This design comes from an exercise in tuning for small area, a short achievable clock period and few clock cycles on the open sky130 flow, not from production work. At most, simulation tests tie the RTL to the original design; equivalence was not proved. Function not checked in runs 1 and 3: the RTL went through the layout flow alone.

### flow/constraint.sdc
create_clock -name core_clock -period 10.5 [get_ports {clk}]
set_input_delay 2.1000 -clock core_clock [delete_from_list [all_inputs] [get_ports {clk}]]
set_output_delay 2.1000 -clock core_clock [all_outputs]
set_load 0.01 [all_outputs]
### flow/design.v
`timescale 1ns / 1ps
package aalr_pkg;
    localparam logic REQ_START = 1'b0;
    localparam logic REQ_STEP  = 1'b1;
    typedef enum logic [3:0] {
        S_IDLE,
        S_DXSQ,
        S_DYSQ,
        S_SUM,
        S_TGT,
        S_TGT2,
        S_CSQ,
        S_CPROD,
        S_CMP,
        S_COV0,
        S_COV1,
        S_COV2,
        S_COV3,
        S_EMIT
    } state_t;
endpackage
`timescale 1ns / 1ps
module antialiased_line_rasterizer_core #(
    parameter int COORD_BITS = 12,
    parameter int FRAC_BITS  = 12
) (
    input  logic clk,
    input  logic rst_n,
    input  logic s_axis_tvalid,
    output logic s_axis_tready,
    input  logic [((4*COORD_BITS+7)/8)*8-1:0] s_axis_tdata,
    input  logic s_axis_tuser,
    output logic m_axis_tvalid,
    input  logic m_axis_tready,
    output logic [((2*COORD_BITS+48+7)/8)*8-1:0] m_axis_tdata,
    output logic m_axis_tlast,
    input  logic cfg_we,
    input  logic [23:0] cfg_wdata
);
    logic [23:0] stroke_reg;
    always_ff @(posedge clk or negedge rst_n)
    begin
        if (!rst_n)
            stroke_reg <= '0;
        else if (cfg_we)
            stroke_reg <= cfg_wdata;
    end
    logic        f1_v, f1_user;
    logic [47:0] f1_d;
    logic        p_occ;
    logic [12:0] fe_rem;         
    logic [12:0] p_owed, a_owed;
    logic        s1_v, out_v;
    logic [4:0]  e_ph;           
    logic f1_go;
    assign f1_go = f1_user || !p_occ;
    assign s_axis_tready = !f1_v || f1_go;
    logic [11:0] f_xs, f_ys, f_xe, f_ye, f_dx, f_dy;
    logic        f_ok;
    assign f_xs = f1_d[11:0];
    assign f_ys = f1_d[23:12];
    assign f_xe = f1_d[35:24];
    assign f_ye = f1_d[47:36];
    assign f_dx = f_xe - f_xs;
    assign f_dy = f_ye - f_ys;
    assign f_ok = (f_xe >= f_xs) && (f_ye >= f_ys) && (f_dy <= f_dx);
    logic p_load, step_inc, inc_p, inc_a;
    assign p_load   = f1_v && !f1_user && !p_occ && f_ok;
    assign step_inc = f1_v && f1_user && (fe_rem != '0);
    assign inc_p    = step_inc && p_occ;
    assign inc_a    = step_inc && !p_occ;
    logic en, issue, e_done, xfer;
    assign en     = !out_v || m_axis_tready;
    assign issue  = en && (a_owed != '0);
    assign e_done = e_ph[4];
    assign xfer   = p_occ && e_done && ((a_owed == '0) || ((a_owed == 13'd1) && en));
    always_ff @(posedge clk or negedge rst_n)
    begin
        if (!rst_n)
        begin
            f1_v   <= 1'b0;
            f1_user <= 1'b0;
            p_occ  <= 1'b0;
            fe_rem <= '0;
            p_owed <= '0;
            a_owed <= '0;
            s1_v   <= 1'b0;
            out_v  <= 1'b0;
        end
        else
        begin
            if (s_axis_tready)
            begin
                f1_v <= s_axis_tvalid;
                f1_user <= s_axis_tuser;
            end
            if (p_load)
                fe_rem <= {1'b0, f_dx} + 13'd1;
            else if (step_inc)
                fe_rem <= fe_rem - 13'd1;
            if (p_load)
                p_occ <= 1'b1;
            else if (xfer)
                p_occ <= 1'b0;
            if (p_load || xfer)
                p_owed <= '0;
            else if (inc_p)
                p_owed <= p_owed + 13'd1;
            if (xfer)
                a_owed <= p_owed + {12'd0, inc_p};
            else
                a_owed <= a_owed - {12'd0, issue} + {12'd0, inc_a};
            if (en)
            begin
                s1_v <= issue;
                out_v <= s1_v;
            end
        end
    end
    always_ff @(posedge clk)
    begin
        if (s_axis_tready)
            f1_d <= s_axis_tdata;
    end
    logic [11:0] p_xs, p_ys, p_dx, p_dy;
    logic [24:0] e_R, e_S;
    logic [1:0]  e_pair;
    logic [11:0] e_rx, e_ry;
    logic [12:0] e_remx, e_remy;
    logic [11:0] sq_in;
    logic [23:0] sq_out;
    assign sq_in  = e_ph[0] ? p_dy : p_dx;
    assign sq_out = sq_in * sq_in;
    logic [26:0] dv1, dv2;
    logic [24:0] dr1, dr2;
    logic        dq1, dq2;
    assign dv1 = {1'b0, e_R, 1'b0} - {2'b00, e_S};
    assign dq1 = !dv1[26];
    assign dr1 = dq1 ? dv1[24:0] : {e_R[23:0], 1'b0};
    assign dv2 = {1'b0, dr1, 1'b0} - {2'b00, e_S};
    assign dq2 = !dv2[26];
    assign dr2 = dq2 ? dv2[24:0] : {dr1[23:0], 1'b0};
    logic [14:0] sx_r, sy_r;
    logic [15:0] sx_d, sy_d;
    logic        sx_ok, sy_ok;
    assign sx_r  = {e_remx, e_pair};
    assign sy_r  = {e_remy, ~e_pair};
    assign sx_d  = {1'b0, sx_r} - {2'b00, e_rx, 2'b01};
    assign sy_d  = {1'b0, sy_r} - {2'b00, e_ry, 2'b01};
    assign sx_ok = !sx_d[15];
    assign sy_ok = !sy_d[15];
    always_ff @(posedge clk)
    begin
        if (p_load)
        begin
            p_xs <= f_xs;
            p_ys <= f_ys;
            p_dx <= f_dx;
            p_dy <= f_dy;
            e_ph <= '0;
        end
        else if (!e_done)
        begin
            e_ph <= e_ph + 5'd1;
            case (e_ph)
                5'd0: e_R <= {1'b0, sq_out};
                5'd1: e_S <= {1'b0, sq_out};
                5'd2:
                begin
                    e_S <= e_S + e_R;
                    e_rx <= '0;
                    e_ry <= '0;
                    e_remx <= '0;
                    e_remy <= '0;
                end
                default: ;
            endcase
            if (e_ph >= 5'd3 && e_ph <= 5'd14)
            begin
                e_R <= dr2;
                e_pair <= {dq1, dq2};
            end
            if (e_ph >= 5'd4)
            begin
                e_remx <= sx_ok ? sx_d[12:0] : sx_r[12:0];
                e_rx <= {e_rx[10:0], sx_ok};
                e_remy <= sy_ok ? sy_d[12:0] : sy_r[12:0];
                e_ry <= {e_ry[10:0], sy_ok};
            end
        end
    end
    logic        p_dy0, p_dx0, y_inc;
    logic [12:0] u_across, u_along;
    assign p_dy0 = (p_dy == '0);
    assign p_dx0 = (p_dx == '0);
    assign y_inc = (e_R == '0) && (e_remy == {e_ry, 1'b0});
    assign u_across = p_dy0 ? (p_dx0 ? 13'd0 : 13'd4096) : {1'b0, e_rx};
    assign u_along  = p_dy0 ? 13'd0 : ({1'b0, e_ry} + {12'd0, y_inc});
    logic [11:0] a_x, a_y, a_rem, a_dy;
    logic signed [14:0] a_dec;
    logic signed [12:0] a_dmdx;
    logic signed [15:0] a_d;
    logic [12:0] a_across, a_along;
    logic signed [13:0] a_k1;
    logic a_pos;
    assign a_pos = !a_dec[14] && (a_dec != '0);
    logic signed [16:0] d_sum;
    logic signed [15:0] d_next;
    assign d_sum = {a_d[15], a_d} + (a_pos ? {{3{a_k1[13]}}, a_k1} : {4'd0, a_along});
    assign d_next = (d_sum > 17'sd32767) ? 16'sh7fff :
                    (d_sum < -17'sd32768) ? 16'sh8000 : d_sum[15:0];
    always_ff @(posedge clk)
    begin
        if (xfer)
        begin
            a_x <= p_xs;
            a_y <= p_ys;
            a_rem <= p_dx;
            a_dy <= p_dy;
            a_dmdx <= $signed({1'b0, p_dy}) - $signed({1'b0, p_dx});
            a_dec <= $signed({2'b00, p_dy, 1'b0}) - $signed({3'b000, p_dx});
            a_d <= '0;
            a_across <= u_across;
            a_along <= u_along;
            a_k1 <= $signed({1'b0, u_along}) - $signed({1'b0, u_across});
        end
        else if (issue)
        begin
            a_x <= a_x + 12'd1;
            a_rem <= a_rem - 12'd1;
            a_d <= d_next;
            if (a_pos)
            begin
                a_y <= a_y + 12'd1;
                a_dec <= a_dec + {a_dmdx[12], a_dmdx, 1'b0};
            end
            else
                a_dec <= a_dec + {2'b00, a_dy, 1'b0};
        end
    end
    logic signed [16:0] r_up, r_dn;
    assign r_up = {a_d[15], a_d} + $signed({4'd0, a_across});
    assign r_dn = {a_d[15], a_d} - $signed({4'd0, a_across});
    function automatic logic [12:0] mag(input logic signed [16:0] r);
        logic [16:0] m;
        m = r[16] ? -r : r;
        mag = {(m[16:12] != '0), m[11:0]};
    endfunction
    logic [12:0] i_up, i_mid, i_dn;
    assign i_up  = mag(r_up);
    assign i_mid = mag({a_d[15], a_d});
    assign i_dn  = mag(r_dn);
    logic [12:0] s1_up, s1_mid, s1_dn;
    logic [11:0] s1_x, s1_y;
    logic        s1_last;
    function automatic logic [7:0] cov(input logic [12:0] m);
        logic [23:0] t;
        logic [24:0] u;
        logic [32:0] w;
        t = m[11:0] * m[11:0];
        u = 25'h1000000 - {1'b0, t};
        w = {u, 8'd0} - {8'd0, u};
        cov = m[12] ? 8'd0 : w[31:24];
    endfunction
    logic [7:0]  o_up, o_mid, o_dn;
    logic [11:0] o_x, o_y;
    logic        o_last;
    always_ff @(posedge clk)
    begin
        if (en)
        begin
            s1_up <= i_up;
            s1_mid <= i_mid;
            s1_dn <= i_dn;
            s1_x <= a_x;
            s1_y <= a_y;
            s1_last <= (a_rem == '0);
            o_up <= cov(s1_up);
            o_mid <= cov(s1_mid);
            o_dn <= cov(s1_dn);
            o_x <= s1_x;
            o_y <= s1_y;
            o_last <= s1_last;
        end
    end
    assign m_axis_tvalid = out_v;
    assign m_axis_tdata  = {stroke_reg, o_dn, o_mid, o_up, o_y, o_x};
    assign m_axis_tlast  = o_last;
endmodule
### flow/config.mk
export PLATFORM = sky130hd
export DESIGN_NAME = antialiased_line_rasterizer_core
export DESIGN_NICKNAME = antialiased_line_rasterizer_core
export VERILOG_FILES = /design/flow/design.v
export SDC_FILE = /design/flow/constraint.sdc
export NUM_CORES = 4
export LEC_CHECK = 0
export CAP_MARGIN = 20
export CORE_MARGIN = 2
export CORE_UTILIZATION = 40
export SLEW_MARGIN = 20
### flow/run.sh
#!/bin/bash
# synth_recipe.tcl (not shown) runs the flow's synth.tcl, then flattens the netlist and writes it again
# the make line also repeats each setting of config.mk as NAME=value (left out here)
make -C /OpenROAD-flow-scripts/flow DESIGN_CONFIG=/design/flow/config.mk WORK_HOME=/design/flow/orfs CLKGATE_MAP_FILE= SYNTH_SCRIPT=/design/flow/synth_recipe.tcl finish
==> reports/summary.txt, run 1 <==
Post-Synth Simple-Gate Area -> 13.07%
Number of H-tree levels -> 3
Worst min-delay path category -> flip-flop to flip-flop
Clk Latency, worst-skew pair -> 0.67 ns
DP Worst Slack -> 2.263 ns
Synth Area in Compound Gates -> 11.89%
Tmin final -> 8.228 ns
Fin Clk Skew -> 0.04528 ns
Chip width -> 359.1 um
Mux share of post-synthesis cell area -> 2.267%
Final Max Tran Viols -> 0
Largest Register -> f1_d
Total number of yosys warnings -> 1
XOR/XNOR Fraction of Synth Area -> 6.928%
Largest family of logic cells by synthesized area -> adder cells
Drt drc -> 0
Most common cell after layout, fill and taps aside -> inv_1
RSZ-0062 raised after global routing -> false
Synth top area cells -> edfxtp_1, ha_1, fa_1, inv_1, xnor2_1
Final worst path period share -> 78.36%
Vias in the first global route -> 37310
Wire length per cell -> 15.67 um
Diodes inserted -> 0
Vias -> 36460
Final ANT Viol Nets -> 0
Synth Instances -> 5390
Worst-path fanout max -> 18
Total gr overflow -> 0
CP startpoint kind -> flip-flop
Core area -> 125400 um2
Max Cap Violations -> 0
Initial Util -> 40.22%
Largest net degree at the start of global routing -> 70
Die ar. -> 129000 um2
Sum Neg Setup Slack -> 0 ns
GP Congestion -> 0.8573
FF+latch count, synth -> 515
Fill count -> 11970
Max FFs per register -> 48
DR vias/cell -> 5.046
Slowest-stage cell, CP -> edfxtp_1
Overall routing resource usage -> 17.68%
Layout cells sized above 1 -> 5.203%
Area Growth Syn to Fin -> 11.53%
Clk pin slew, worst setup/hold paths -> 0.07 ns
Cell repeated most along the worst path -> inv_1
Status -> complete, no violations
DR pass1 iterations -> 6
Share of the synthesized area in the top cell type -> 25.36%
Seq/Total Area, Yosys -> 29.57%
Fin util -> 44.86%
Most frequent cells in the layout -> inv_1, ha_1, nor2_1, edfxtp_1, nand2_1
First-pass GRT wire length -> 188600 um
Port Buffers -> 152
Setup Crit Path Kind -> flip-flop to flip-flop
Chip Height -> 359.1 um
Hold Buf Count CTS -> 0
Synth Area in Adders -> 28.09%
Final #Nets -> 6525
Synth area leader -> edfxtp_1
Syn Nets -> 6394
CTS resizes -> 0
Row Count -> 130
Drt total wl -> 113200 um
DP HPWL -> 88960 um
# clock sinks -> 515
Post-synthesis async set-or-reset flop share -> 13.20%
Ys flop type -> edfxtp_1
Crit. End Element -> flip-flop
Final hold slack -> 0.4167 ns
Total CTS buffers -> 66
CTS Root Cell -> clkbuf_16
Worst path max stage delay -> 0.75 ns
Final setup fails -> 0
Worst relative slew slack -> 22.11%
Ports -> 153
Crit path max-delay family -> adder cells
CTS max path bufs -> 3
Syn_area_per_cell -> 9.358 um2
Final hold vios -> 0
Initial antenna violation count -> 0
Post-CTS Setup Bufs -> 0
Crit path buf inv count -> 5
Post-Synthesis Cell Area -> 50440 um2
EDFF count, synth -> 426
Setup slack after layout -> 2.272 ns
Maximum clock rate -> 121.5 MHz
Worst Tran Pin Value -> 1.166 ns
CTS tree -> done
Synth unique cells -> 87
Worst Path Arrival -> 8.63 ns
Worst EP required -> 10.90 ns
Initial DRC count -> 1776
cell usage after synthesis, drive strengths merged (38+ instances only):
library cell and count:
inv 968, ha 586, nor2 428, edfxtp 426, nand2 389, fa 340
a21oi 284, o21ai 235, xnor2 225, xor2 174, clkbuf 110, a21o 101
nor3 87, and2 85, nand3 71, dfrtp 68, mux2 58, nand2b 52
nor2b 52, or3 50, mux2i 49, o21a 43, and3 39, nand4 39
or2 39, nor4 38
cell families (layout without fill, tap and decap cells):
logic type / Yosys count / after routing
compound gates: 945 / 945
xor+xnor: 399 / 399
fa+ha+maj: 929 / 929
buf+inv: 1095 / 1279
flops: 515 / 515
mux: 107 / 107
simple gates: 1400 / 1400
final timing paths:
kind	start	end	slack (ns)	cells past startpoint
worst max-delay path	s1_mid[0]$_DFFE_PP_	o_mid[6]$_SDFFCE_PP0P_	2.27	31
worst min-delay path	s1_y[3]$_DFFE_PP_	o_y[3]$_DFFE_PP_	0.42	0
worst max register to register	s1_mid[0]$_DFFE_PP_	o_mid[6]$_SDFFCE_PP0P_	2.27	31
worst min register to register	s1_y[3]$_DFFE_PP_	o_y[3]$_DFFE_PP_	0.42	0
max in group asynchronous	rst_n	p_owed[11]$_DFFE_PN0P_	8.33	1
min in group asynchronous	rst_n	stroke_reg[7]$_DFFE_PN0P_	1.53	1
per-stage QoR:
stage	std cells	cell area [um2]
after floorplan	5390	50440
after global placement	7103	53890
after detailed placement	7103	53890
after CTS	7224	56260
after global routing	7224	56260
final	7224	56260
area by class of cell:
class | instances | area [um2] | area share, %
Clock inverter | 48 | 651.9 | 1.159
Sequential cell | 515 | 14910 | 26.51
Timing Repair Buffer | 190 | 1799 | 3.198
Clock buffer | 73 | 1719 | 3.056
Multi-Input combinational cell | 3780 | 31470 | 55.93
Inverter | 968 | 3641 | 6.472
Tap cell | 1650 | 2064 | 3.670
worst reg2reg max path, delay by kind of cell (launching register included):
kind | cells | cell delay, ns
adder cells (fa/ha/maj) | 7 | 2.94
XOR/XNOR | 2 | 0.48
AO/OA/AOI/OAI | 10 | 2.43
flip-flops | 1 | 0.75
buffers and inverters | 5 | 0.29
AND/OR/NAND/NOR | 7 | 1.09
layer usage:
layer,GRT usage [%],up-vias,wire length (um)
li1,-,18320,-
met1,22.77,17370,51470
met2,30.42,585,53730
met3,2.496,177,4271
met4,5.924,0,3736
met5,0,-,0
==> inputs of run 2 (changes only) <==
--- a/flow/design.v
+++ b/flow/design.v
@@ -1,24 +1,168 @@
 `timescale 1ns / 1ps
-package aalr_pkg;
-    localparam logic REQ_START = 1'b0;
-    localparam logic REQ_STEP  = 1'b1;
-    typedef enum logic [3:0] {
-        S_IDLE,
-        S_DXSQ,
-        S_DYSQ,
-        S_SUM,
-        S_TGT,
-        S_TGT2,
-        S_CSQ,
-        S_CPROD,
-        S_CMP,
-        S_COV0,
-        S_COV1,
-        S_COV2,
-        S_COV3,
-        S_EMIT
-    } state_t;
-endpackage
+module aalr_sqr12 (
+    input  logic [11:0] m,
+    output logic [23:0] t
+);
+    wire pp0_1 = m[0] & m[1];
+    wire pp0_2 = m[0] & m[2];
+    wire pp0_3 = m[0] & m[3];
+    wire pp0_4 = m[0] & m[4];
+    wire pp0_5 = m[0] & m[5];
+    wire pp0_6 = m[0] & m[6];
+    wire pp0_7 = m[0] & m[7];
+    wire pp0_8 = m[0] & m[8];
+    wire pp0_9 = m[0] & m[9];
+    wire pp0_10 = m[0] & m[10];
+    wire pp0_11 = m[0] & m[11];
+    wire pp1_2 = m[1] & m[2];
+    wire pp1_3 = m[1] & m[3];
+    wire pp1_4 = m[1] & m[4];
+    wire pp1_5 = m[1] & m[5];
+    wire pp1_6 = m[1] & m[6];
+    wire pp1_7 = m[1] & m[7];
+    wire pp1_8 = m[1] & m[8];
+    wire pp1_9 = m[1] & m[9];
+    wire pp1_10 = m[1] & m[10];
+    wire pp1_11 = m[1] & m[11];
+    wire pp2_3 = m[2] & m[3];
+    wire pp2_4 = m[2] & m[4];
+    wire pp2_5 = m[2] & m[5];
+    wire pp2_6 = m[2] & m[6];
+    wire pp2_7 = m[2] & m[7];
+    wire pp2_8 = m[2] & m[8];
+    wire pp2_9 = m[2] & m[9];
+    wire pp2_10 = m[2] & m[10];
+    wire pp2_11 = m[2] & m[11];
+    wire pp3_4 = m[3] & m[4];
+    wire pp3_5 = m[3] & m[5];
+    wire pp3_6 = m[3] & m[6];
+    wire pp3_7 = m[3] & m[7];
+    wire pp3_8 = m[3] & m[8];
+    wire pp3_9 = m[3] & m[9];
+    wire pp3_10 = m[3] & m[10];
+    wire pp3_11 = m[3] & m[11];
+    wire pp4_5 = m[4] & m[5];
+    wire pp4_6 = m[4] & m[6];
+    wire pp4_7 = m[4] & m[7];
+    wire pp4_8 = m[4] & m[8];
+    wire pp4_9 = m[4] & m[9];
+    wire pp4_10 = m[4] & m[10];
+    wire pp4_11 = m[4] & m[11];
+    wire pp5_6 = m[5] & m[6];
+    wire pp5_7 = m[5] & m[7];
+    wire pp5_8 = m[5] & m[8];
+    wire pp5_9 = m[5] & m[9];
+    wire pp5_10 = m[5] & m[10];
+    wire pp5_11 = m[5] & m[11];
+    wire pp6_7 = m[6] & m[7];
+    wire pp6_8 = m[6] & m[8];
+    wire pp6_9 = m[6] & m[9];
+    wire pp6_10 = m[6] & m[10];
+    wire pp6_11 = m[6] & m[11];
+    wire pp7_8 = m[7] & m[8];
+    wire pp7_9 = m[7] & m[9];
+    wire pp7_10 = m[7] & m[10];
+    wire pp7_11 = m[7] & m[11];
+    wire pp8_9 = m[8] & m[9];
+    wire pp8_10 = m[8] & m[10];
+    wire pp8_11 = m[8] & m[11];
+    wire pp9_10 = m[9] & m[10];
+    wire pp9_11 = m[9] & m[11];
+    wire pp10_11 = m[10] & m[11];
+    wire c1 = pp0_11 ^ pp1_10;
+    wire c2 = pp0_11 & pp1_10;
+    wire c3 = pp0_7 ^ pp1_6;
+    wire c4 = pp0_7 & pp1_6;
+    wire c5 = pp0_8 ^ pp1_7;
+    wire c6 = pp0_8 & pp1_7;
+    wire c7 = pp0_9 ^ pp1_8 ^ pp2_7;
+    wire c8 = (pp0_9 & pp1_8) | (pp0_9 & pp2_7) | (pp1_8 & pp2_7);
+    wire c9 = pp3_6 ^ pp4_5;
+    wire c10 = pp3_6 & pp4_5;
+    wire c11 = pp0_10 ^ pp1_9 ^ pp2_8;
+    wire c12 = (pp0_10 & pp1_9) | (pp0_10 & pp2_8) | (pp1_9 & pp2_8);
+    wire c13 = pp3_7 ^ pp4_6;
+    wire c14 = pp3_7 & pp4_6;
+    wire c15 = pp2_9 ^ pp3_8 ^ pp4_7;
+    wire c16 = (pp2_9 & pp3_8) | (pp2_9 & pp4_7) | (pp3_8 & pp4_7);
+    wire c17 = pp5_6 ^ m[6] ^ c1;
+    wire c18 = (pp5_6 & m[6]) | (pp5_6 & c1) | (m[6] & c1);
+    wire c19 = pp1_11 ^ pp2_10 ^ pp3_9;
+    wire c20 = (pp1_11 & pp2_10) | (pp1_11 & pp3_9) | (pp2_10 & pp3_9);
+    wire c21 = pp4_8 ^ pp5_7 ^ c2;
+    wire c22 = (pp4_8 & pp5_7) | (pp4_8 & c2) | (pp5_7 & c2);
+    wire c23 = pp2_11 ^ pp3_10 ^ pp4_9;
+    wire c24 = (pp2_11 & pp3_10) | (pp2_11 & pp4_9) | (pp3_10 & pp4_9);
+    wire c25 = pp5_8 ^ pp6_7 ^ m[7];
+    wire c26 = (pp5_8 & pp6_7) | (pp5_8 & m[7]) | (pp6_7 & m[7]);
+    wire c27 = pp3_11 ^ pp4_10 ^ pp5_9;
+    wire c28 = (pp3_11 & pp4_10) | (pp3_11 & pp5_9) | (pp4_10 & pp5_9);
+    wire c29 = pp4_11 ^ pp5_10 ^ pp6_9;
+    wire c30 = (pp4_11 & pp5_10) | (pp4_11 & pp6_9) | (pp5_10 & pp6_9);
+    wire c31 = pp0_5 ^ pp1_4;
+    wire c32 = pp0_5 & pp1_4;
+    wire c33 = pp0_6 ^ pp1_5;
+    wire c34 = pp0_6 & pp1_5;
+    wire c35 = pp2_5 ^ pp3_4 ^ m[4];
+    wire c36 = (pp2_5 & pp3_4) | (pp2_5 & m[4]) | (pp3_4 & m[4]);
+    wire c37 = pp2_6 ^ pp3_5 ^ c4;
+    wire c38 = (pp2_6 & pp3_5) | (pp2_6 & c4) | (pp3_5 & c4);
+    wire c39 = m[5] ^ c6 ^ c7;
+    wire c40 = (m[5] & c6) | (m[5] & c7) | (c6 & c7);
+    wire c41 = c8 ^ c10 ^ c11;
+    wire c42 = (c8 & c10) | (c8 & c11) | (c10 & c11);
+    wire c43 = c12 ^ c14 ^ c15;
+    wire c44 = (c12 & c14) | (c12 & c15) | (c14 & c15);
+    wire c45 = c16 ^ c18 ^ c19;
+    wire c46 = (c16 & c18) | (c16 & c19) | (c18 & c19);
+    wire c47 = c20 ^ c22 ^ c23;
+    wire c48 = (c20 & c22) | (c20 & c23) | (c22 & c23);
+    wire c49 = pp6_8 ^ c24 ^ c26;
+    wire c50 = (pp6_8 & c24) | (pp6_8 & c26) | (c24 & c26);
+    wire c51 = pp7_8 ^ m[8] ^ c28;
+    wire c52 = (pp7_8 & m[8]) | (pp7_8 & c28) | (m[8] & c28);
+    wire c53 = pp5_11 ^ pp6_10 ^ pp7_9;
+    wire c54 = (pp5_11 & pp6_10) | (pp5_11 & pp7_9) | (pp6_10 & pp7_9);
+    wire c55 = pp6_11 ^ pp7_10 ^ pp8_9;
+    wire c56 = (pp6_11 & pp7_10) | (pp6_11 & pp8_9) | (pp7_10 & pp8_9);
+    wire c57 = pp0_3 ^ pp1_2;
+    wire c58 = pp0_3 & pp1_2;
+    wire c59 = pp0_4 ^ pp1_3;
+    wire c60 = pp0_4 & pp1_3;
+    wire c61 = pp2_3 ^ m[3] ^ c31;
+    wire c62 = (pp2_3 & m[3]) | (pp2_3 & c31) | (m[3] & c31);
+    wire c63 = pp2_4 ^ c32 ^ c33;
+    wire c64 = (pp2_4 & c32) | (pp2_4 & c33) | (c32 & c33);
+    wire c65 = c3 ^ c34 ^ c35;
+    wire c66 = (c3 & c34) | (c3 & c35) | (c34 & c35);
+    wire c67 = c5 ^ c36 ^ c37;
+    wire c68 = (c5 & c36) | (c5 & c37) | (c36 & c37);
+    wire c69 = c9 ^ c38 ^ c39;
+    wire c70 = (c9 & c38) | (c9 & c39) | (c38 & c39);
+    wire c71 = c13 ^ c40 ^ c41;
+    wire c72 = (c13 & c40) | (c13 & c41) | (c40 & c41);
+    wire c73 = c17 ^ c42 ^ c43;
+    wire c74 = (c17 & c42) | (c17 & c43) | (c42 & c43);
+    wire c75 = c21 ^ c44 ^ c45;
+    wire c76 = (c21 & c44) | (c21 & c45) | (c44 & c45);
+    wire c77 = c25 ^ c46 ^ c47;
+    wire c78 = (c25 & c46) | (c25 & c47) | (c46 & c47);
+    wire c79 = c27 ^ c48 ^ c49;
+    wire c80 = (c27 & c48) | (c27 & c49) | (c48 & c49);
+    wire c81 = c29 ^ c50 ^ c51;
+    wire c82 = (c29 & c50) | (c29 & c51) | (c50 & c51);
+    wire c83 = c30 ^ c52 ^ c53;
+    wire c84 = (c30 & c52) | (c30 & c53) | (c52 & c53);
+    wire c85 = m[9] ^ c54 ^ c55;
+    wire c86 = (m[9] & c54) | (m[9] & c55) | (c54 & c55);
+    wire c87 = pp7_11 ^ pp8_10 ^ c56;
+    wire c88 = (pp7_11 & pp8_10) | (pp7_11 & c56) | (pp8_10 & c56);
+    wire c89 = pp8_11 ^ pp9_10 ^ m[10];
+    wire c90 = (pp8_11 & pp9_10) | (pp8_11 & m[10]) | (pp9_10 & m[10]);
+    wire [23:0] ra = {1'b0, pp10_11, pp9_11, c88, c86, c84, c82, c80, c78, c76, c74, c72, c70, c68, c66, c64, c62, c60, c58, m[2], pp0_2, pp0_1, 1'b0, m[0]};
+    wire [23:0] rb = {1'b0, m[11], c90, c89, c87, c85, c83, c81, c79, c77, c75, c73, c71, c69, c67, c65, c63, c61, c59, c57, 1'b0, m[1], 1'b0, 1'b0};
+    assign t = ra + rb;
+endmodule
 `timescale 1ns / 1ps
 module antialiased_line_rasterizer_core #(
     parameter int COORD_BITS = 12,
@@ -130,7 +274,7 @@
     logic [11:0] sq_in;
     logic [23:0] sq_out;
     assign sq_in  = e_ph[0] ? p_dy : p_dx;
-    assign sq_out = sq_in * sq_in;
+    aalr_sqr12 u_esq (.m(sq_in), .t(sq_out));
     logic [26:0] dv1, dv2;
     logic [24:0] dr1, dr2;
     logic        dq1, dq2;
@@ -253,15 +397,13 @@
     logic [12:0] s1_up, s1_mid, s1_dn;
     logic [11:0] s1_x, s1_y;
     logic        s1_last;
-    function automatic logic [7:0] cov(input logic [12:0] m);
-        logic [23:0] t;
-        logic [24:0] u;
-        logic [32:0] w;
-        t = m[11:0] * m[11:0];
-        u = 25'h1000000 - {1'b0, t};
-        w = {u, 8'd0} - {8'd0, u};
-        cov = m[12] ? 8'd0 : w[31:24];
+    function automatic logic [7:0] cov(input logic big, input logic [23:0] t);
+        cov = big ? 8'd0 : (~t[23:16] - {7'd0, (t[15:0] > t[23:8])});
     endfunction
+    logic [23:0] t_up, t_mid, t_dn;
+    aalr_sqr12 u_sq_up  (.m(s1_up[11:0]),  .t(t_up));
+    aalr_sqr12 u_sq_mid (.m(s1_mid[11:0]), .t(t_mid));
+    aalr_sqr12 u_sq_dn  (.m(s1_dn[11:0]),  .t(t_dn));
     logic [7:0]  o_up, o_mid, o_dn;
     logic [11:0] o_x, o_y;
     logic        o_last;
@@ -275,9 +417,9 @@
             s1_x <= a_x;
             s1_y <= a_y;
             s1_last <= (a_rem == '0);
-            o_up <= cov(s1_up);
-            o_mid <= cov(s1_mid);
-            o_dn <= cov(s1_dn);
+            o_up <= cov(s1_up[12], t_up);
+            o_mid <= cov(s1_mid[12], t_mid);
+            o_dn <= cov(s1_dn[12], t_dn);
             o_x <= s1_x;
             o_y <= s1_y;
             o_last <= s1_last;
--- a/flow/config.mk
+++ b/flow/config.mk
@@ -5,7 +5,9 @@
 export SDC_FILE = /design/flow/constraint.sdc
 export NUM_CORES = 4
 export LEC_CHECK = 0
+export ABC_CLOCK_PERIOD_IN_PS = 4500
 export CAP_MARGIN = 20
 export CORE_MARGIN = 2
 export CORE_UTILIZATION = 40
+export SETUP_SLACK_MARGIN = 5
 export SLEW_MARGIN = 20
==> run 2 against run 1 <==
Non-clock buffer count rose by 203. Critical path depth did not move. Sequential share of layout area rose by 2.2 points. Hold slack improved by 0.0036 ns. First-iteration DRC count rose by 12%. Routed wire length fell by 1.2%. Global-route usage rose by 1.9 points. Utilization rose by 3.7 points. Cell count fell by 12%. Critical path type unchanged.
==> reports/summary.txt, run 2 <==
Number of H-tree levels -> 2 (was 3)
Chip width -> 332.1 um (was 359.1 um)
# clock sinks -> 515 (unchanged)
Setup slack after layout -> 4.163 ns (was 2.272 ns)
Worst min-delay path category -> flip-flop to flip-flop (unchanged)
Fin Clk Skew -> 0.06291 ns (was 0.04528 ns)
Drt drc -> 0 (unchanged)
Final hold vios -> 0 (unchanged)
Largest family of logic cells by synthesized area -> adder cells (unchanged)
Hold Startpoint -> s1_y[0]$_DFFE_PP_ (was s1_y[3]$_DFFE_PP_)
DP HPWL -> 80260 um (was 88960 um)
Max FFs per register -> 48 (unchanged)
Synth Area in Adders -> 18.97% (was 28.09%)
Vias -> 33730 (was 36460)
Setup Crit Path Kind -> flip-flop to flip-flop (unchanged)
Final Max Tran Viols -> 0 (unchanged)
Post-synth top cells -> inv_1, nor2_1, ha_1, edfxtp_1, nand2_1 (was inv_1, ha_1, nor2_1, edfxtp_1, nand2_1)
Worst EP required -> 10.87 ns (was 10.90 ns)
Total CTS buffers -> 60 (was 66)
Final setup fails -> 0 (unchanged)
Worst Path Arrival -> 6.70 ns (was 8.63 ns)
Worst Tran Pin Value -> 1.018 ns (was 1.166 ns)
Row Count -> 120 (was 130)
First-pass GRT wire length -> 177700 um (was 188600 um)
Most common cell after layout, fill and taps aside -> inv_1 (unchanged)
Clk Latency, worst-skew pair -> 0.68 ns (was 0.67 ns)
Synth area leader -> edfxtp_1 (unchanged)
Syn Nets -> 5222 (was 6394)
Crit. End Element -> flip-flop (unchanged)
Initial antenna violation count -> 1 (was 0)
Mux share of post-synthesis cell area -> 2.659% (was 2.267%)
FF+latch count, synth -> 515 (unchanged)
Layout cells sized above 1 -> 15.13% (was 5.203%)
Largest Register -> f1_d (unchanged)
Critical Path Start -> s1_mid[9]$_DFFE_PP_ (was s1_mid[0]$_DFFE_PP_)
Fill count -> 9919 (was 11970)
Die ar. -> 110300 um2 (was 129000 um2)
Maximum clock rate -> 157.8 MHz (was 121.5 MHz)
Synth top area cells -> edfxtp_1, ha_1, fa_1, xnor2_1, inv_1 (was edfxtp_1, ha_1, fa_1, inv_1, xnor2_1)
DR vias/cell -> 5.302 (was 5.046)
Post-synthesis async set-or-reset flop share -> 13.20% (unchanged)
Total gr overflow -> 0 (unchanged)
Final ANT Viol Nets -> 0 (unchanged)
Initial DRC count -> 1991 (was 1776)
EDFF count, synth -> 426 (unchanged)
CTS max path bufs -> 3 (unchanged)
Synth unique cells -> 102 (was 87)
Core area -> 106900 um2 (was 125400 um2)
R2R depth -> 31 (unchanged)
Largest net degree at the start of global routing -> 79 (was 70)
Wire length per cell -> 17.58 um (was 15.67 um)
Chip Height -> 332.1 um (was 359.1 um)
Final #Nets -> 5542 (was 6525)
Port Buffers -> 152 (unchanged)
Tmin final -> 6.337 ns (was 8.228 ns)
Most frequent cells in the layout -> inv_1, edfxtp_1, nor2_1, ha_1, nand2_1 (was inv_1, ha_1, nor2_1, edfxtp_1, nand2_1)
Share of the synthesized area in the top cell type -> 29.71% (was 25.36%)
XOR/XNOR Fraction of Synth Area -> 7.837% (was 6.928%)
Slowest-stage cell, CP -> fa_1 (was edfxtp_1)
Post-Synth Simple-Gate Area -> 16.63% (was 13.07%)
Post-Synthesis Cell Area -> 43060 um2 (was 50440 um2)
Overall routing resource usage -> 19.63% (was 17.68%)
Final worst path period share -> 60.35% (was 78.36%)
CTS Root Cell -> clkbuf_16 (unchanged)
Status -> complete, no violations (unchanged)
Ys flop type -> edfxtp_1 (unchanged)
Max Cap Violations -> 0 (unchanged)
Vias in the first global route -> 33560 (was 37310)
Worst-path fanout max -> 6 (was 18)
Synth Instances -> 4585 (was 5390)
Initial Util -> 40.28% (was 40.22%)
Synth Area in Compound Gates -> 13.70% (was 11.89%)
CP startpoint kind -> flip-flop (unchanged)
Worst relative slew slack -> 32.12% (was 22.11%)
GP Congestion -> 0.8599 (was 0.8573)
Hold path cells -> 0 (unchanged)
Drt total wl -> 111800 um (was 113200 um)
Count leader, synth -> inv_1 (unchanged)
Total number of yosys warnings -> 1 (unchanged)
RR Startpoint -> s1_mid[9]$_DFFE_PP_ (was s1_mid[0]$_DFFE_PP_)
Sum Neg Setup Slack -> 0 ns (unchanged)
DP Worst Slack -> 3.680 ns (was 2.263 ns)
Clk pin slew, worst setup/hold paths -> 0.06 ns (was 0.07 ns)
Area Growth Syn to Fin -> 20.56% (was 11.53%)
DR pass1 iterations -> 5 (was 6)
RSZ-0062 raised after global routing -> true (was false)
Ports -> 153 (unchanged)
Seq/Total Area, Yosys -> 34.64% (was 29.57%)
Final hold slack -> 0.4203 ns (was 0.4167 ns)
Reg-to-reg slack, setup -> 4.16 ns (was 2.27 ns)
Syn_area_per_cell -> 9.391 um2 (was 9.358 um2)
CTS tree -> done (unchanged)
Worst path max stage delay -> 0.53 ns (was 0.75 ns)
==> run 2: cell count changes in the layout (fill, tap and decap cells not counted), moves of 39 or more <==
cell / previous run / this run
and2_1: 84 / 154
nand2_1: 389 / 284
ha_1: 586 / 372
ha_4: 0 / 46
inv_1: 965 / 455
fa_1: 340 / 130
a21oi_1: 282 / 209
buf_4: 39 / 211
a21o_1: 101 / 62
xor2_1: 174 / 126
==> run 2: timing repair <==
action / in CTS / in global routing
cloned: 6 / 2
buffers inserted: 140 / 63
hold buffers: 0 / 0
endpoints found under the setup margin: 154 / 165
pin swaps: 117 / 115
resized for setup: 183 / 163
==> run 2: per-layer routing <==
layer  up-vias  global-route usage [%]  wire [um]
met2       606                   35.03      55810
met3       140                   2.534       4207
met4         0                   4.313       2031
met5         -                       0          0
li1      16700                       -          -
met1     16280                   25.22      49770
==> run 2: worst max-delay path, delay by kind of cell, from the launching register on <==
kind                       cells  cell delay (ns)
AOI/OAI and AO/OA             10             1.55
buffers and inverters          7             0.70
adders and majority gates      7             2.38
xor gates and xnor gates       2             0.29
DFF                            1             0.42
and+or+nand+nor                5             0.68
==> run 2: final timing paths <==
check | endpoint
setup / recovery | o_mid[6]$_SDFFCE_PP0P_
hold / removal | o_y[0]$_DFFE_PP_
setup reg to reg | o_mid[6]$_SDFFCE_PP0P_
hold reg to reg | o_y[0]$_DFFE_PP_
max in group asynchronous | out_v$_DFFE_PN0P_
min in group asynchronous | stroke_reg[10]$_DFFE_PN0P_
==> run 2: logic make-up after synthesis <==
group	count (synthesis)
flops	515
mux	107
fa+ha+maj	577
buf+inv	628
compound gates	916
xor+xnor	382
simple gates	1460
==> run 2: stage by stage <==
stage	area [um2]	cells	util, %
6_report	51910	6361	48.56
5_1_grt	51910	6361	48.56
4_1_cts	50660	6295	47.39
3_5_place_dp	46430	6035	43.44
3_3_place_gp	46430	6035	43.44
2_1_floorplan	43480	4585	-
==> run 2: area by class of cell <==
| cell class | instances | area [um2] | share of cell area [%] |
|---|---|---|---|
| well taps | 1403 | 1755 | 3.382 |
| flip-flops and latches | 515 | 14910 | 28.73 |
| repair buffers | 393 | 3638 | 7.009 |
| diodes | 1 | 2.502 | 0.004821 |
| inverters | 491 | 1871 | 3.603 |
| clock buffers | 73 | 1580 | 3.044 |
| multi-input cells | 3444 | 27650 | 53.26 |
| clock inverters | 41 | 503.0 | 0.9689 |
Testbench counts of run 2, summed over its fixed seeds: cycles 19,500.
==> inputs of run 3 (changes only) <==
--- a/flow/design.v
+++ b/flow/design.v
@@ -163,6 +163,213 @@
     wire [23:0] rb = {1'b0, m[11], c90, c89, c87, c85, c83, c81, c79, c77, c75, c73, c71, c69, c67, c65, c63, c61, c59, c57, 1'b0, m[1], 1'b0, 1'b0};
     assign t = ra + rb;
 endmodule
+module aalr_sqadd12 (
+    input  logic [11:0] m,
+    input  logic [23:0] a,
+    output logic [24:0] t
+);
+    wire pp0_1 = m[0] & m[1];
+    wire pp0_2 = m[0] & m[2];
+    wire pp0_3 = m[0] & m[3];
+    wire pp0_4 = m[0] & m[4];
+    wire pp0_5 = m[0] & m[5];
+    wire pp0_6 = m[0] & m[6];
+    wire pp0_7 = m[0] & m[7];
+    wire pp0_8 = m[0] & m[8];
+    wire pp0_9 = m[0] & m[9];
+    wire pp0_10 = m[0] & m[10];
+    wire pp0_11 = m[0] & m[11];
+    wire pp1_2 = m[1] & m[2];
+    wire pp1_3 = m[1] & m[3];
+    wire pp1_4 = m[1] & m[4];
+    wire pp1_5 = m[1] & m[5];
+    wire pp1_6 = m[1] & m[6];
+    wire pp1_7 = m[1] & m[7];
+    wire pp1_8 = m[1] & m[8];
+    wire pp1_9 = m[1] & m[9];
+    wire pp1_10 = m[1] & m[10];
+    wire pp1_11 = m[1] & m[11];
+    wire pp2_3 = m[2] & m[3];
+    wire pp2_4 = m[2] & m[4];
+    wire pp2_5 = m[2] & m[5];
+    wire pp2_6 = m[2] & m[6];
+    wire pp2_7 = m[2] & m[7];
+    wire pp2_8 = m[2] & m[8];
+    wire pp2_9 = m[2] & m[9];
+    wire pp2_10 = m[2] & m[10];
+    wire pp2_11 = m[2] & m[11];
+    wire pp3_4 = m[3] & m[4];
+    wire pp3_5 = m[3] & m[5];
+    wire pp3_6 = m[3] & m[6];
+    wire pp3_7 = m[3] & m[7];
+    wire pp3_8 = m[3] & m[8];
+    wire pp3_9 = m[3] & m[9];
+    wire pp3_10 = m[3] & m[10];
+    wire pp3_11 = m[3] & m[11];
+    wire pp4_5 = m[4] & m[5];
+    wire pp4_6 = m[4] & m[6];
+    wire pp4_7 = m[4] & m[7];
+    wire pp4_8 = m[4] & m[8];
+    wire pp4_9 = m[4] & m[9];
+    wire pp4_10 = m[4] & m[10];
+    wire pp4_11 = m[4] & m[11];
+    wire pp5_6 = m[5] & m[6];
+    wire pp5_7 = m[5] & m[7];
+    wire pp5_8 = m[5] & m[8];
+    wire pp5_9 = m[5] & m[9];
+    wire pp5_10 = m[5] & m[10];
+    wire pp5_11 = m[5] & m[11];
+    wire pp6_7 = m[6] & m[7];
+    wire pp6_8 = m[6] & m[8];
+    wire pp6_9 = m[6] & m[9];
+    wire pp6_10 = m[6] & m[10];
+    wire pp6_11 = m[6] & m[11];
+    wire pp7_8 = m[7] & m[8];
+    wire pp7_9 = m[7] & m[9];
+    wire pp7_10 = m[7] & m[10];
+    wire pp7_11 = m[7] & m[11];
+    wire pp8_9 = m[8] & m[9];
+    wire pp8_10 = m[8] & m[10];
+    wire pp8_11 = m[8] & m[11];
+    wire pp9_10 = m[9] & m[10];
+    wire pp9_11 = m[9] & m[11];
+    wire pp10_11 = m[10] & m[11];
+    wire c1 = pp0_9 ^ pp1_8;
+    wire c2 = pp0_9 & pp1_8;
+    wire c3 = pp0_10 ^ pp1_9;
+    wire c4 = pp0_10 & pp1_9;
+    wire c5 = pp0_11 ^ pp1_10 ^ pp2_9;
+    wire c6 = (pp0_11 & pp1_10) | (pp0_11 & pp2_9) | (pp1_10 & pp2_9);
+    wire c7 = pp3_8 ^ pp4_7;
+    wire c8 = pp3_8 & pp4_7;
+    wire c9 = pp1_11 ^ pp2_10 ^ pp3_9;
+    wire c10 = (pp1_11 & pp2_10) | (pp1_11 & pp3_9) | (pp2_10 & pp3_9);
+    wire c11 = pp2_11 ^ pp3_10 ^ pp4_9;
+    wire c12 = (pp2_11 & pp3_10) | (pp2_11 & pp4_9) | (pp3_10 & pp4_9);
+    wire c13 = pp0_5 ^ pp1_4;
+    wire c14 = pp0_5 & pp1_4;
+    wire c15 = pp0_6 ^ pp1_5;
+    wire c16 = pp0_6 & pp1_5;
+    wire c17 = pp0_7 ^ pp1_6 ^ pp2_5;
+    wire c18 = (pp0_7 & pp1_6) | (pp0_7 & pp2_5) | (pp1_6 & pp2_5);
+    wire c19 = pp3_4 ^ m[4];
+    wire c20 = pp3_4 & m[4];
+    wire c21 = pp0_8 ^ pp1_7 ^ pp2_6;
+    wire c22 = (pp0_8 & pp1_7) | (pp0_8 & pp2_6) | (pp1_7 & pp2_6);
+    wire c23 = pp3_5 ^ a[9];
+    wire c24 = pp3_5 & a[9];
+    wire c25 = pp2_7 ^ pp3_6 ^ pp4_5;
+    wire c26 = (pp2_7 & pp3_6) | (pp2_7 & pp4_5) | (pp3_6 & pp4_5);
+    wire c27 = m[5] ^ a[10] ^ c1;
+    wire c28 = (m[5] & a[10]) | (m[5] & c1) | (a[10] & c1);
+    wire c29 = pp2_8 ^ pp3_7 ^ pp4_6;
+    wire c30 = (pp2_8 & pp3_7) | (pp2_8 & pp4_6) | (pp3_7 & pp4_6);
+    wire c31 = a[11] ^ c2 ^ c3;
+    wire c32 = (a[11] & c2) | (a[11] & c3) | (c2 & c3);
+    wire c33 = pp5_6 ^ m[6] ^ a[12];
+    wire c34 = (pp5_6 & m[6]) | (pp5_6 & a[12]) | (m[6] & a[12]);
+    wire c35 = c4 ^ c5 ^ c7;
+    wire c36 = (c4 & c5) | (c4 & c7) | (c5 & c7);
+    wire c37 = pp4_8 ^ pp5_7 ^ a[13];
+    wire c38 = (pp4_8 & pp5_7) | (pp4_8 & a[13]) | (pp5_7 & a[13]);
+    wire c39 = c6 ^ c8 ^ c9;
+    wire c40 = (c6 & c8) | (c6 & c9) | (c8 & c9);
+    wire c41 = pp5_8 ^ pp6_7 ^ m[7];
+    wire c42 = (pp5_8 & pp6_7) | (pp5_8 & m[7]) | (pp6_7 & m[7]);
+    wire c43 = a[14] ^ c10 ^ c11;
+    wire c44 = (a[14] & c10) | (a[14] & c11) | (c10 & c11);
+    wire c45 = pp3_11 ^ pp4_10 ^ pp5_9;
+    wire c46 = (pp3_11 & pp4_10) | (pp3_11 & pp5_9) | (pp4_10 & pp5_9);
+    wire c47 = pp6_8 ^ a[15] ^ c12;
+    wire c48 = (pp6_8 & a[15]) | (pp6_8 & c12) | (a[15] & c12);
+    wire c49 = pp4_11 ^ pp5_10 ^ pp6_9;
+    wire c50 = (pp4_11 & pp5_10) | (pp4_11 & pp6_9) | (pp5_10 & pp6_9);
+    wire c51 = pp7_8 ^ m[8] ^ a[16];
+    wire c52 = (pp7_8 & m[8]) | (pp7_8 & a[16]) | (m[8] & a[16]);
+    wire c53 = pp5_11 ^ pp6_10 ^ pp7_9;
+    wire c54 = (pp5_11 & pp6_10) | (pp5_11 & pp7_9) | (pp6_10 & pp7_9);
+    wire c55 = pp6_11 ^ pp7_10 ^ pp8_9;
+    wire c56 = (pp6_11 & pp7_10) | (pp6_11 & pp8_9) | (pp7_10 & pp8_9);
+    wire c57 = pp0_3 ^ pp1_2;
+    wire c58 = pp0_3 & pp1_2;
+    wire c59 = pp0_4 ^ pp1_3;
+    wire c60 = pp0_4 & pp1_3;
+    wire c61 = pp2_3 ^ m[3] ^ a[6];
+    wire c62 = (pp2_3 & m[3]) | (pp2_3 & a[6]) | (m[3] & a[6]);
+    wire c63 = pp2_4 ^ a[7] ^ c14;
+    wire c64 = (pp2_4 & a[7]) | (pp2_4 & c14) | (a[7] & c14);
+    wire c65 = a[8] ^ c16 ^ c17;
+    wire c66 = (a[8] & c16) | (a[8] & c17) | (c16 & c17);
+    wire c67 = c18 ^ c20 ^ c21;
+    wire c68 = (c18 & c20) | (c18 & c21) | (c20 & c21);
+    wire c69 = c22 ^ c24 ^ c25;
+    wire c70 = (c22 & c24) | (c22 & c25) | (c24 & c25);
+    wire c71 = c26 ^ c28 ^ c29;
+    wire c72 = (c26 & c28) | (c26 & c29) | (c28 & c29);
+    wire c73 = c30 ^ c32 ^ c33;
+    wire c74 = (c30 & c32) | (c30 & c33) | (c32 & c33);
+    wire c75 = c34 ^ c36 ^ c37;
+    wire c76 = (c34 & c36) | (c34 & c37) | (c36 & c37);
+    wire c77 = c38 ^ c40 ^ c41;
+    wire c78 = (c38 & c40) | (c38 & c41) | (c40 & c41);
+    wire c79 = c42 ^ c44 ^ c45;
+    wire c80 = (c42 & c44) | (c42 & c45) | (c44 & c45);
+    wire c81 = c46 ^ c48 ^ c49;
+    wire c82 = (c46 & c48) | (c46 & c49) | (c48 & c49);
+    wire c83 = a[17] ^ c50 ^ c52;
+    wire c84 = (a[17] & c50) | (a[17] & c52) | (c50 & c52);
+    wire c85 = m[9] ^ a[18] ^ c54;
+    wire c86 = (m[9] & a[18]) | (m[9] & c54) | (a[18] & c54);
+    wire c87 = pp7_11 ^ pp8_10 ^ a[19];
+    wire c88 = (pp7_11 & pp8_10) | (pp7_11 & a[19]) | (pp8_10 & a[19]);
+    wire c89 = pp8_11 ^ pp9_10 ^ m[10];
+    wire c90 = (pp8_11 & pp9_10) | (pp8_11 & m[10]) | (pp9_10 & m[10]);
+    wire c91 = pp0_1 ^ m[1];
+    wire c92 = pp0_1 & m[1];
+    wire c93 = pp0_2 ^ a[3];
+    wire c94 = pp0_2 & a[3];
+    wire c95 = m[2] ^ a[4] ^ c57;
+    wire c96 = (m[2] & a[4]) | (m[2] & c57) | (a[4] & c57);
+    wire c97 = a[5] ^ c58 ^ c59;
+    wire c98 = (a[5] & c58) | (a[5] & c59) | (c58 & c59);
+    wire c99 = c13 ^ c60 ^ c61;
+    wire c100 = (c13 & c60) | (c13 & c61) | (c60 & c61);
+    wire c101 = c15 ^ c62 ^ c63;
+    wire c102 = (c15 & c62) | (c15 & c63) | (c62 & c63);
+    wire c103 = c19 ^ c64 ^ c65;
+    wire c104 = (c19 & c64) | (c19 & c65) | (c64 & c65);
+    wire c105 = c23 ^ c66 ^ c67;
+    wire c106 = (c23 & c66) | (c23 & c67) | (c66 & c67);
+    wire c107 = c27 ^ c68 ^ c69;
+    wire c108 = (c27 & c68) | (c27 & c69) | (c68 & c69);
+    wire c109 = c31 ^ c70 ^ c71;
+    wire c110 = (c31 & c70) | (c31 & c71) | (c70 & c71);
+    wire c111 = c35 ^ c72 ^ c73;
+    wire c112 = (c35 & c72) | (c35 & c73) | (c72 & c73);
+    wire c113 = c39 ^ c74 ^ c75;
+    wire c114 = (c39 & c74) | (c39 & c75) | (c74 & c75);
+    wire c115 = c43 ^ c76 ^ c77;
+    wire c116 = (c43 & c76) | (c43 & c77) | (c76 & c77);
+    wire c117 = c47 ^ c78 ^ c79;
+    wire c118 = (c47 & c78) | (c47 & c79) | (c78 & c79);
+    wire c119 = c51 ^ c80 ^ c81;
+    wire c120 = (c51 & c80) | (c51 & c81) | (c80 & c81);
+    wire c121 = c53 ^ c82 ^ c83;
+    wire c122 = (c53 & c82) | (c53 & c83) | (c82 & c83);
+    wire c123 = c55 ^ c84 ^ c85;
+    wire c124 = (c55 & c84) | (c55 & c85) | (c84 & c85);
+    wire c125 = c56 ^ c86 ^ c87;
+    wire c126 = (c56 & c86) | (c56 & c87) | (c86 & c87);
+    wire c127 = a[20] ^ c88 ^ c89;
+    wire c128 = (a[20] & c88) | (a[20] & c89) | (c88 & c89);
+    wire c129 = pp9_11 ^ a[21] ^ c90;
+    wire c130 = (pp9_11 & a[21]) | (pp9_11 & c90) | (a[21] & c90);
+    wire c131 = pp10_11 ^ m[11] ^ a[22];
+    wire c132 = (pp10_11 & m[11]) | (pp10_11 & a[22]) | (m[11] & a[22]);
+    wire [24:0] ra = {1'b0, a[23], c130, c128, c126, c124, c122, c120, c118, c116, c114, c112, c110, c108, c106, c104, c102, c100, c98, c96, c94, c92, a[2], a[1], m[0]};
+    wire [24:0] rb = {1'b0, c132, c131, c129, c127, c125, c123, c121, c119, c117, c115, c113, c111, c109, c107, c105, c103, c101, c99, c97, c95, c93, c91, 1'b0, a[0]};
+    assign t = ra + rb;
+endmodule
 `timescale 1ns / 1ps
 module antialiased_line_rasterizer_core #(
     parameter int COORD_BITS = 12,
@@ -190,34 +397,33 @@
             stroke_reg <= cfg_wdata;
     end
     logic        f1_v, f1_user;
-    logic [47:0] f1_d;
     logic        p_occ;
     logic [12:0] fe_rem;         
     logic [12:0] p_owed, a_owed;
     logic        s1_v, out_v;
-    logic [4:0]  e_ph;           
-    logic f1_go;
-    assign f1_go = f1_user || !p_occ;
-    assign s_axis_tready = !f1_v || f1_go;
-    logic [11:0] f_xs, f_ys, f_xe, f_ye, f_dx, f_dy;
+    logic [3:0]  e_ph;           
+    logic        e_done;
+    logic f1_start, p_busy;
+    assign f1_start = f1_v && !f1_user;
+    assign p_busy   = p_occ || f1_start;
+    assign s_axis_tready = s_axis_tuser || !p_busy;
+    logic in_acc;
+    assign in_acc = s_axis_tvalid && s_axis_tready;
+    logic [11:0] p_xs, p_ys, p_dx, p_dy;
+    logic [11:0] f_dx, f_dy;
     logic        f_ok;
-    assign f_xs = f1_d[11:0];
-    assign f_ys = f1_d[23:12];
-    assign f_xe = f1_d[35:24];
-    assign f_ye = f1_d[47:36];
-    assign f_dx = f_xe - f_xs;
-    assign f_dy = f_ye - f_ys;
-    assign f_ok = (f_xe >= f_xs) && (f_ye >= f_ys) && (f_dy <= f_dx);
+    assign f_dx = p_dx - p_xs;
+    assign f_dy = p_dy - p_ys;
+    assign f_ok = (p_dx >= p_xs) && (p_dy >= p_ys) && (f_dy <= f_dx);
     logic p_load, step_inc, inc_p, inc_a;
-    assign p_load   = f1_v && !f1_user && !p_occ && f_ok;
+    assign p_load   = f1_start && f_ok;
     assign step_inc = f1_v && f1_user && (fe_rem != '0);
     assign inc_p    = step_inc && p_occ;
     assign inc_a    = step_inc && !p_occ;
-    logic en, issue, e_done, xfer;
-    assign en     = !out_v || m_axis_tready;
-    assign issue  = en && (a_owed != '0);
-    assign e_done = e_ph[4];
-    assign xfer   = p_occ && e_done && ((a_owed == '0) || ((a_owed == 13'd1) && en));
+    logic en, issue, xfer;
+    assign en    = !out_v || m_axis_tready;
+    assign issue = en && (a_owed != '0);
+    assign xfer  = p_occ && e_done && ((a_owed == '0) || ((a_owed == 13'd1) && en));
     always_ff @(posedge clk or negedge rst_n)
     begin
         if (!rst_n)
@@ -233,11 +439,8 @@
         end
         else
         begin
-            if (s_axis_tready)
-            begin
-                f1_v <= s_axis_tvalid;
-                f1_user <= s_axis_tuser;
-            end
+            f1_v <= in_acc;
+            f1_user <= s_axis_tuser;
             if (p_load)
                 fe_rem <= {1'b0, f_dx} + 13'd1;
             else if (step_inc)
@@ -261,20 +464,16 @@
             end
         end
     end
-    always_ff @(posedge clk)
-    begin
-        if (s_axis_tready)
-            f1_d <= s_axis_tdata;
-    end
-    logic [11:0] p_xs, p_ys, p_dx, p_dy;
     logic [24:0] e_R, e_S;
     logic [1:0]  e_pair;
     logic [11:0] e_rx, e_ry;
     logic [12:0] e_remx, e_remy;
-    logic [11:0] sq_in;
-    logic [23:0] sq_out;
-    assign sq_in  = e_ph[0] ? p_dy : p_dx;
-    aalr_sqr12 u_esq (.m(sq_in), .t(sq_out));
+    logic [24:0] sq_out;
+    aalr_sqadd12 u_esq (
+        .m(e_ph[0] ? p_dy : p_dx),
+        .a(e_ph[0] ? e_R[23:0] : 24'd0),
+        .t(sq_out)
+    );
     logic [26:0] dv1, dv2;
     logic [24:0] dr1, dr2;
     logic        dq1, dq2;
@@ -295,36 +494,42 @@
     assign sy_ok = !sy_d[15];
     always_ff @(posedge clk)
     begin
-        if (p_load)
+        if (!p_busy)
+        begin
+            p_xs <= s_axis_tdata[11:0];
+            p_ys <= s_axis_tdata[23:12];
+            p_dx <= s_axis_tdata[35:24];
+            p_dy <= s_axis_tdata[47:36];
+        end
+        else if (p_load)
         begin
-            p_xs <= f_xs;
-            p_ys <= f_ys;
             p_dx <= f_dx;
             p_dy <= f_dy;
+        end
+        if (p_load)
+        begin
             e_ph <= '0;
+            e_done <= 1'b0;
+            e_rx <= '0;
+            e_ry <= '0;
+            e_remx <= '0;
+            e_remy <= '0;
         end
         else if (!e_done)
         begin
-            e_ph <= e_ph + 5'd1;
-            case (e_ph)
-                5'd0: e_R <= {1'b0, sq_out};
-                5'd1: e_S <= {1'b0, sq_out};
-                5'd2:
-                begin
-                    e_S <= e_S + e_R;
-                    e_rx <= '0;
-                    e_ry <= '0;
-                    e_remx <= '0;
-                    e_remy <= '0;
-                end
-                default: ;
-            endcase
-            if (e_ph >= 5'd3 && e_ph <= 5'd14)
+            e_ph <= e_ph + 4'd1;
+            if (e_ph == 4'd14)
+                e_done <= 1'b1;
+            if (e_ph == 4'd0)
+                e_R <= sq_out;
+            else if (e_ph == 4'd1)
+                e_S <= sq_out;
+            else if (e_ph <= 4'd13)
             begin
                 e_R <= dr2;
                 e_pair <= {dq1, dq2};
             end
-            if (e_ph >= 5'd4)
+            if (e_ph >= 4'd3)
             begin
                 e_remx <= sx_ok ? sx_d[12:0] : sx_r[12:0];
                 e_rx <= {e_rx[10:0], sx_ok};
@@ -385,47 +590,49 @@
     logic signed [16:0] r_up, r_dn;
     assign r_up = {a_d[15], a_d} + $signed({4'd0, a_across});
     assign r_dn = {a_d[15], a_d} - $signed({4'd0, a_across});
-    function automatic logic [12:0] mag(input logic signed [16:0] r);
-        logic [16:0] m;
-        m = r[16] ? -r : r;
-        mag = {(m[16:12] != '0), m[11:0]};
+    function automatic logic [12:0] mag(input logic [16:0] r);
+        logic [11:0] n;
+        n = ~r[11:0] + 12'd1;
+        if (r[16])
+            mag = {!((&r[15:12]) && (|r[11:0])), n};
+        else
+            mag = {(|r[15:12]), r[11:0]};
     endfunction
-    logic [12:0] i_up, i_mid, i_dn;
-    assign i_up  = mag(r_up);
-    assign i_mid = mag({a_d[15], a_d});
-    assign i_dn  = mag(r_dn);
     logic [12:0] s1_up, s1_mid, s1_dn;
     logic [11:0] s1_x, s1_y;
     logic        s1_last;
-    function automatic logic [7:0] cov(input logic big, input logic [23:0] t);
-        cov = big ? 8'd0 : (~t[23:16] - {7'd0, (t[15:0] > t[23:8])});
-    endfunction
     logic [23:0] t_up, t_mid, t_dn;
     aalr_sqr12 u_sq_up  (.m(s1_up[11:0]),  .t(t_up));
     aalr_sqr12 u_sq_mid (.m(s1_mid[11:0]), .t(t_mid));
     aalr_sqr12 u_sq_dn  (.m(s1_dn[11:0]),  .t(t_dn));
-    logic [7:0]  o_up, o_mid, o_dn;
+    function automatic logic [9:0] covq(input logic big, input logic [23:0] t);
+        covq = {big, (t[15:0] > t[23:8]), t[23:16]};
+    endfunction
+    function automatic logic [7:0] alpha(input logic [9:0] q);
+        alpha = q[9] ? 8'd0 : (~q[7:0] - {7'd0, q[8]});
+    endfunction
+    logic [9:0]  o_up, o_mid, o_dn;
     logic [11:0] o_x, o_y;
     logic        o_last;
     always_ff @(posedge clk)
     begin
         if (en)
         begin
-            s1_up <= i_up;
-            s1_mid <= i_mid;
-            s1_dn <= i_dn;
+            s1_up <= mag(r_up);
+            s1_mid <= mag({a_d[15], a_d});
+            s1_dn <= mag(r_dn);
             s1_x <= a_x;
             s1_y <= a_y;
             s1_last <= (a_rem == '0);
-            o_up <= cov(s1_up[12], t_up);
-            o_mid <= cov(s1_mid[12], t_mid);
-            o_dn <= cov(s1_dn[12], t_dn);
+            o_up <= covq(s1_up[12], t_up);
+            o_mid <= covq(s1_mid[12], t_mid);
+            o_dn <= covq(s1_dn[12], t_dn);
             o_x <= s1_x;
             o_y <= s1_y;
             o_last <= s1_last;
         end
     end
     assign m_axis_tvalid = out_v;
-    assign m_axis_tdata  = {stroke_reg, o_dn, o_mid, o_up, o_y, o_x};
+    assign m_axis_tdata  = {stroke_reg, alpha(o_dn), alpha(o_mid), alpha(o_up), o_y, o_x};
     assign m_axis_tlast  = o_last;
 endmodule
==> run 3 against run 2 <==
Still clean. Non-clock buffer count fell by 66. Area after synthesis fell by 3.8%. Sequential share of layout area fell by 1.7 points. Routed wire length fell by 6.6%. Setup slack improved by 0.78 ns. Highest routed layer unchanged.
==> reports/summary.txt, run 3 <==
DR vias/cell -> 5.269 (was 5.302)
Ports -> 153 (unchanged)
Initial DRC count -> 1983 (was 1991)
Syn Nets -> 5143 (was 5222)
WP depth -> 22 (was 31)
Initial Util -> 40.15% (was 40.28%)
Most common cell after layout, fill and taps aside -> inv_1 (unchanged)
Final Max Tran Viols -> 0 (unchanged)
Status -> complete, no violations (unchanged)
Critical Path Start -> e_S[1]$_DFFE_PP_ (was s1_mid[9]$_DFFE_PP_)
Reg-to-reg slack, setup -> 4.95 ns (was 4.16 ns)
Fill count -> 9780 (was 9919)
Initial antenna violation count -> 1 (unchanged)
Fin util -> 47.16% (was 48.56%)
Worst-path fanout max -> 5 (was 6)
Final hold vios -> 0 (unchanged)
Maximum clock rate -> 180.1 MHz (was 157.8 MHz)
Row Count -> 118 (was 120)
Port Buffers -> 152 (unchanged)
Most frequent cells in the layout -> inv_1, nor2_1, ha_1, edfxtp_1, nand2_1 (was inv_1, edfxtp_1, nor2_1, ha_1, nand2_1)
Worst Tran Pin Value -> 0.9465 ns (was 1.018 ns)
Worst relative slew slack -> 36.90% (was 32.12%)
CTS tree -> done (unchanged)
Core area -> 103200 um2 (was 106900 um2)
R2R depth -> 22 (was 31)
First-pass GRT wire length -> 165200 um (was 177700 um)
Clk pin slew, worst setup/hold paths -> 0.07 ns (was 0.06 ns)
Vias in the first global route -> 31470 (was 33560)
Die ar. -> 106200 um2 (was 110300 um2)
Overall routing resource usage -> 18.94% (was 19.63%)
Worst path max stage delay -> 0.51 ns (was 0.53 ns)
Worst min-delay path category -> flip-flop to flip-flop (unchanged)
Post-Layout Cell Count -> 6171 (was 6361)
Multi-input logic area -> 27040 um2 (was 27650 um2)
DR pass1 iterations -> 5 (unchanged)
Post-Synthesis Cell Area -> 41430 um2 (was 43060 um2)
Count leader, synth -> inv_1 (unchanged)
Number of H-tree levels -> 2 (unchanged)
Crit. End Element -> flip-flop (unchanged)
Post-synth top cells -> inv_1, ha_1, nor2_1, edfxtp_1, nand2_1 (was inv_1, nor2_1, ha_1, edfxtp_1, nand2_1)
Max Cap Violations -> 0 (unchanged)
# clock sinks -> 473 (was 515)
CTS max path bufs -> 3 (unchanged)
Total gr overflow -> 0 (unchanged)
Tmin final -> 5.553 ns (was 6.337 ns)
Clk Latency, worst-skew pair -> 0.67 ns (was 0.68 ns)
Seq/Total Area, Yosys -> 31.74% (was 34.64%)
CTS Root Cell -> clkbuf_16 (unchanged)
Chip width -> 325.8 um (was 332.1 um)
Worst r2r dst -> e_R[11]$_DFFE_PP_ (was o_mid[6]$_SDFFCE_PP0P_)
Crit path max-delay family -> compound AO/OA/AOI/OAI gates (was adder cells)
Synth Instances -> 4501 (was 4585)
Setup Crit Path Kind -> flip-flop to flip-flop (unchanged)
DP HPWL -> 76070 um (was 80260 um)
Final setup fails -> 0 (unchanged)
Final worst path period share -> 52.88% (was 60.35%)
Final #Nets -> 5384 (was 5542)
Largest net degree at the start of global routing -> 94 (was 79)
Slowest-stage cell, CP -> or4b_4 (was fa_1)
Crit path buf inv count -> 4 (was 7)
Placed insts -> 5913 (was 6035)
Total CTS buffers -> 56 (was 60)
Drt drc -> 0 (unchanged)
Share of the synthesized area in the top cell type -> 24.21% (was 29.71%)
FF+latch count, synth -> 473 (was 515)
==> run 3: final cells by class <==
class | count | area share, %
Clock buffer | 77 | 3.187
Inverter | 493 | 3.820
Antenna cell | 1 | 0.005141
Tap cell | 1380 | 3.547
Sequential cell | 473 | 27.03
Clock inverter | 29 | 0.6889
Timing Repair Buffer | 327 | 6.177
Multi-Input combinational cell | 3391 | 55.54
==> run 3: layer usage <==
layer | wire length, um | vias to the layer above | GRT usage, %
met5 | 0 | - | 0
met4 | 3389 | 0 | 6.231
met3 | 4260 | 164 | 2.411
met2 | 49890 | 681 | 32.23
met1 | 46850 | 15530 | 24.90
li1 | - | 16150 | -
==> run 3: logic make-up (layout without fill, tap and decap cells) <==
group	after synthesis	count (layout)	share of synthesized area (%)
DFF	473	473	31.74
muxes	142	142	3.738
and+or+nand+nor	1401	1402	16.49
buffers and inverters	639	926	5.840
other	0	1	0
adders and majority gates	579	579	20.11
xor gates and xnor gates	395	395	8.350
AOI/OAI and AO/OA	872	873	13.73
==> run 3: stage by stage <==
stage	setup WS (ns)	area, um2	hold WS, ns
2_1_floorplan	5.022	41440	0.4003
3_3_place_gp	4.005	44370	0.4018
3_5_place_dp	3.937	44370	0.4045
4_1_cts	5.000	47280	0.4128
5_1_grt	4.802	48670	0.4216
6_report	4.947	48670	0.4136
==> run 3: what timing repair did <==
item	CTS	global route
buffers inserted	84	63
endpoints found under the hold margin	0	0
pin swaps	16	86
cloned	1	3
setup endpoints to repair	122	117
resized for setup	77	170
==> run 3: worst min-delay path by stage <==
stage                     slack, ns  cells past startpoint                 start                  to
after global placement         0.40                      0  s1_mid[12]$_DFFE_PP_  o_mid[9]$_DFFE_PP_
final                          0.41                      0     s1_x[9]$_DFFE_PP_    o_x[9]$_DFFE_PP_
after floorplan                0.40                      0   s1_dn[12]$_DFFE_PP_   o_dn[9]$_DFFE_PP_
after CTS                      0.41                      0     s1_x[9]$_DFFE_PP_    o_x[9]$_DFFE_PP_
after global routing           0.42                      0     s1_x[0]$_DFFE_PP_    o_x[0]$_DFFE_PP_
after detailed placement       0.40                      0     s1_x[9]$_DFFE_PP_    o_x[9]$_DFFE_PP_
==> run 3: worst register-to-register path: stages, from the launching register on <==
cell,delay (ns)
edfxtp_1,0.36
inv_2,0.07
fa_2,0.40
a21o_1,0.19
a22oi_2,0.26
a31oi_4,0.14
or4b_4,0.51
a41oi_4,0.27
o31ai_4,0.13
buf_12,0.19
clkbuf_16,0.16
mux2_2,0.29
ha_1,0.34
nand3_2,0.16
nor3_2,0.25
o21ai_2,0.12
a211oi_2,0.20
nor2_1,0.08
a211o_1,0.30
o2111ai_4,0.14
buf_12,0.15
mux2_2,0.34
mux2_4,0.26

[port drivers added, routing unchanged]
The results above use ideal ports. As a check the final layouts listed here were re-extracted and re-timed, cells and wires unchanged.
Step 1 assumes that a clkbuf_16 drives the clock port and a buf_2 every other input.
Step 2 adds t to the input delays and takes it off the output delays; t is the mean of the earliest and latest rising clock arrival at the registers after step 1. Input paths then give back, and output paths get back, about the clock's delay inside the block.
Three values: ideal ports, drivers, drivers and shift; two values: the first two.
run	t, ns	slack for setup (ns)	hold slack, ns	worst data-port slew with drivers (ns)	pins driven straight from the clock port
run 1	0.712	2.272 / 2.272 / 2.272	0.417 / 0.417 / 0.417	0.05	1
run 2	0.720	4.163 / 4.163 / 4.163	0.420 / 0.420 / 0.420	0.09	1
run 3	0.714	4.947 / 4.947 / 4.630	0.414 / 0.414 / 0.414	0.05	1
After both steps every run listed still meets setup and hold. The setup slack of run 3, which loses most, moves by 0.000 ns with the drivers and by -0.317 ns with both steps.
